Source: an optimization exercise on an open RTL-to-GDS flow (aim: small area, a short achievable clock period and few clock cycles). Production flows keep margins and buffers that such runs may drop. In this exercise RTL edits were held to simulation tests only and were not proved equivalent to the original.

// mlp_layer_sequencer
module mlp_layer_sequencer #(
    parameter int N_IN  = 784,
    parameter int N_OUT = 10,
    parameter int DW    = 32,
    parameter int FRAC  = 24,
    parameter int ACCW  = 74,
    parameter int RELU  = 1,
    localparam int c_iw = (N_IN > 1) ? $clog2(N_IN) : 1,
    localparam int c_ww = (N_IN * N_OUT > 1) ? $clog2(N_IN * N_OUT) : 1,
    localparam int c_ow = (N_OUT > 1) ? $clog2(N_OUT) : 1
) (
    input  logic            clk,
    input  logic            rst_n,
    input  logic            start,
    output logic            busy,
    output logic            done,
    output logic            sat,
    output logic            rd_en,
    output logic [c_iw-1:0] in_addr,
    output logic [c_ww-1:0] w_addr,
    output logic [c_ow-1:0] b_addr,
    input  logic [DW-1:0]   in_data,
    input  logic [DW-1:0]   w_data,
    input  logic [DW-1:0]   b_data,
    output logic            out_we,
    output logic [c_ow-1:0] out_addr,
    output logic [DW-1:0]   out_data
);
Size: about 4100 cells after synthesis, about 300 flip-flops, about 170 I/O pins, about 0.038 mm2 of cells after synthesis.
export LEC_CHECK = 0
export CAP_MARGIN = 60
export CORE_MARGIN = 2
export CORE_UTILIZATION = 60
export SETUP_SLACK_MARGIN = 5
export SLEW_MARGIN = 20
export SYNTH_HIERARCHICAL = 1
create_clock -name core_clock -period 11.0 [get_ports {clk}]
standard.sh (not shown) runs the stock make flow with config.mk's settings and CLKGATE_MAP_FILE= SYNTH_SCRIPT=/design/flow/synth_recipe.tcl, a recipe that flattens the netlist after the stock synthesis.
==> flow/flow/run.sh <==
#!/bin/bash
# Layout flow: the standard ORFS flow, except that ports are buffered with
# plain buffers and the resizer may not use the delay cells.
set -euo pipefail
DLY="sky130_fd_sc_hd__clkdlybuf4s15_1 sky130_fd_sc_hd__clkdlybuf4s15_2 \
sky130_fd_sc_hd__clkdlybuf4s18_1 sky130_fd_sc_hd__clkdlybuf4s18_2 \
sky130_fd_sc_hd__clkdlybuf4s25_1 sky130_fd_sc_hd__clkdlybuf4s25_2 \
sky130_fd_sc_hd__clkdlybuf4s50_1 sky130_fd_sc_hd__clkdlybuf4s50_2 \
sky130_fd_sc_hd__dlygate4sd1_1 sky130_fd_sc_hd__dlygate4sd2_1 sky130_fd_sc_hd__dlygate4sd3_1 \
sky130_fd_sc_hd__dlymetal6s2s_1 sky130_fd_sc_hd__dlymetal6s4s_1 sky130_fd_sc_hd__dlymetal6s6s_1"
export DONT_USE_CELLS="$DLY"
export BUFFER_PORTS_ARGS="-buffer_cell sky130_fd_sc_hd__buf_2"
bash standard.sh > flow_make.log 2>&1
Testbench counts at the start, summed over its fixed seeds: cycles 188,272.
Edit:
--- a/flow/flow/run.sh
+++ b/flow/flow/run.sh
@@ -13 +13,2 @@
-bash standard.sh > flow_make.log 2>&1
+# Timing repair aims 7.3 ns below the clock period (the period itself is unchanged).
+bash standard.sh finish SETUP_SLACK_MARGIN=7.3 > flow_make.log 2>&1
Settings changed: CAP_MARGIN 60 to 20, SETUP_SLACK_MARGIN 5 to default.
Setup slack improves by 1.0 ns.
Cell area goes up by about 11%.
Die area is unchanged.
Edit:
==> flow/run.sh (new file) <==
#!/bin/bash
# synth_recipe.tcl (not shown) runs the flow's synth.tcl, then flattens the netlist and writes it again
# the make line also repeats each setting of config.mk as NAME=value (left out here)
make -C /OpenROAD-flow-scripts/flow DESIGN_CONFIG=/design/flow/config.mk WORK_HOME=/design/flow/orfs CLKGATE_MAP_FILE= SYNTH_SCRIPT=/design/flow/synth_recipe.tcl finish
Settings changed: CAP_MARGIN 20 to 60, SETUP_SLACK_MARGIN from default to 5.
removed: flow/flow/run.sh
removed: flow/standard.sh
=> The new run completed with no timing, DRC or antenna violations; count of clock-buffer cells in the layout came out lower by 3; global-route usage hardly moves; core utilization drops by 6.0 points; sequential share of layout area rises by 0.95 points; hold slack gets better by 0.0085 ns; routed wire length came out lower by 9.5%; worst setup slack is worse by 1.0 ns; via count came out lower by 6.0%.

========
v39:
Another version of the RTL of mlp_layer_sequencer (not shown whole).
Size in the first run: about 3700 cells after synthesis, roughly 540 flip-flops, about 170 I/O pins, ~40000 µm² of cells after synthesis.
Settings: LEC_CHECK=0, CAP_MARGIN=20, CORE_MARGIN=2, CORE_UTILIZATION=66, SLEW_MARGIN=20, SYNTH_HIERARCHICAL=1; clock period 11.0 ns.
==> flow/flow/run.sh <==
#!/bin/bash
# Layout flow: the standard ORFS flow, except that ports are buffered with
# plain buffers and the resizer may not use the delay cells.
set -euo pipefail
DLY="sky130_fd_sc_hd__clkdlybuf4s15_1 sky130_fd_sc_hd__clkdlybuf4s15_2 \
sky130_fd_sc_hd__clkdlybuf4s18_1 sky130_fd_sc_hd__clkdlybuf4s18_2 \
sky130_fd_sc_hd__clkdlybuf4s25_1 sky130_fd_sc_hd__clkdlybuf4s25_2 \
sky130_fd_sc_hd__clkdlybuf4s50_1 sky130_fd_sc_hd__clkdlybuf4s50_2 \
sky130_fd_sc_hd__dlygate4sd1_1 sky130_fd_sc_hd__dlygate4sd2_1 sky130_fd_sc_hd__dlygate4sd3_1 \
sky130_fd_sc_hd__dlymetal6s2s_1 sky130_fd_sc_hd__dlymetal6s4s_1 sky130_fd_sc_hd__dlymetal6s6s_1"
export DONT_USE_CELLS="$DLY"
export BUFFER_PORTS_ARGS="-buffer_cell sky130_fd_sc_hd__buf_2"
# Timing repair aims 7.6 ns below the clock period (the period itself is unchanged).
# Clock tree synthesis as in ORFS's cts.tcl, without dummy balancing loads and
# with larger sink clusters.
CTS="-sink_clustering_enable -repair_clock_nets -dont_use_dummy_load -sink_clustering_size 25 -sink_clustering_max_diameter 80"
bash standard.sh finish SETUP_SLACK_MARGIN=7.6 "CTS_ARGS=$CTS" > flow_make.log 2>&1
v39 reached the end of the flow, and the finished layout is clean on the timing, design-rule and antenna checks.
Testbench counts of v39, summed over its fixed seeds: cycles 188,320.
Relative to v39, the following input files were edited for v47:
Settings: CORE_UTILIZATION: 66 -> 60.
-- flow/flow/run.sh --
<<< v39, line 11
export DONT_USE_CELLS="$DLY"
export BUFFER_PORTS_ARGS="-buffer_cell sky130_fd_sc_hd__buf_2"
# Timing repair aims 7.6 ns below the clock period (the period itself is unchanged).
# Clock tree synthesis as in ORFS's cts.tcl, without dummy balancing loads and
# with larger sink clusters.
CTS="-sink_clustering_enable -repair_clock_nets -dont_use_dummy_load -sink_clustering_size 25 -sink_clustering_max_diameter 80"
bash standard.sh finish SETUP_SLACK_MARGIN=7.6 "CTS_ARGS=$CTS" > flow_make.log 2>&1
>>> v47, line 11
export DONT_USE_CELLS="$DLY"
export BUFFER_PORTS_ARGS="-buffer_cell sky130_fd_sc_hd__buf_2"
# Timing repair aims 5 ns below the clock period (the period itself is unchanged).
# Clock tree synthesis as in ORFS's cts.tcl, without dummy balancing loads and
# with larger sink clusters.
CTS="-sink_clustering_enable -repair_clock_nets -dont_use_dummy_load -sink_clustering_size 25 -sink_clustering_max_diameter 80"
bash standard.sh finish SETUP_SLACK_MARGIN=5 "CTS_ARGS=$CTS" > flow_make.log 2>&1
Findings:
v47 vs v39: die span in y up by a few percent
In the reports for v47 and v39, the larger post-CTS resize count belongs to v39.
v39 reports its cell with the largest stage delay on the worst path as dfxtp_1 while v47 reports a22oi_1.
v47: all stages complete, timing, DRC and antenna checks passed
First-pass GRT wire length across v47 and v39: no real change.
v47 ended up with r_hi[73]$_DFF_P_ as its last element of the critical path; v39 ended up with ph1_r[45]$_DFF_P_.
In v47, critical path depth is higher than in v39.
Global-route usage delta for v47 relative to v39: 2.4 points lower
Area of the placeable core for v47: 11% up relative to v39
Relative to v47, the following input files were edited for v2:
-- flow/flow/run.sh --
<<< v47, line 11
export DONT_USE_CELLS="$DLY"
export BUFFER_PORTS_ARGS="-buffer_cell sky130_fd_sc_hd__buf_2"
# Timing repair aims 5 ns below the clock period (the period itself is unchanged).
# Clock tree synthesis as in ORFS's cts.tcl, without dummy balancing loads and
# with larger sink clusters.
CTS="-sink_clustering_enable -repair_clock_nets -dont_use_dummy_load -sink_clustering_size 25 -sink_clustering_max_diameter 80"
bash standard.sh finish SETUP_SLACK_MARGIN=5 "CTS_ARGS=$CTS" > flow_make.log 2>&1
>>> v2, line 11
export DONT_USE_CELLS="$DLY"
export BUFFER_PORTS_ARGS="-buffer_cell sky130_fd_sc_hd__buf_2"
# Timing repair aims 7.6 ns below the clock period (the period itself is unchanged).
# Clock tree synthesis as in ORFS's cts.tcl, without dummy balancing loads and
# with larger sink clusters.
CTS="-sink_clustering_enable -repair_clock_nets -dont_use_dummy_load -sink_clustering_size 25 -sink_clustering_max_diameter 80"
bash standard.sh finish SETUP_SLACK_MARGIN=7.6 "CTS_ARGS=$CTS" > flow_make.log 2>&1
==> notes.md <==
- Run comparison: v47 endpoint of the worst setup timing path r_hi[73]$_DFF_P_; v2 endpoint of the worst setup timing path out_data[25]
- v47 → v2: worst path required time lower; number of non-clock buffers +10.
- Average routed wire per standard cell of v2 is on par with v47.
- Diff v47 -> v2 | sum of routed wire segments on met1 | down slightly
- Compare v2 and v47 | number of antenna repair diodes higher: v47
- v2 did not stop at any stage, and its layout met the timing, design-rule and antenna checks.
- v47 reached the end of the flow, and the finished layout is clean on the timing, design-rule and antenna checks.

[static timing again, ports no longer ideal]
How much do the figures lean on ideal ports? The routed layouts below were timed once more, with nothing changed but the port constraints. Step 1: set_driving_cell puts a clkbuf_16 on clk and a buf_2 on each other input, an assumption about the parent block. Step 2 adds t to the input delays and takes it off the output delays; t is the mean of the earliest and latest rising clock arrival at the registers after step 1. Input paths then give back, and output paths get back, about the clock's delay inside the block. a / b / c = no drivers / after step 1 / after step 2; a / b = the first two.
run	t, ns	slack for setup (ns)	hold WS [ns]	worst slew at a driven data input, ns
the first run of note 1	0.644	6.179 / 6.179 / 6.179	0.436 / 0.436 / 0.436	0.05
the second run of note 1	0.653	7.178 / 7.178 / 7.178	0.433 / 0.433 / 0.433	0.05
the third run of note 1	0.650	6.178 / 6.178 / 6.178	0.441 / 0.441 / 0.441	0.07
v39	0.623	7.611 / 7.569 / 7.611	0.446 / 0.446 / 0.446	0.09
v47	0.623	7.125 / 7.125 / 7.125	0.446 / 0.446 / 0.446	0.08
v2	0.621	7.647 / 7.582 / 7.655	0.441 / 0.441 / 0.441	0.08
After both steps setup and hold are still met in every run listed.
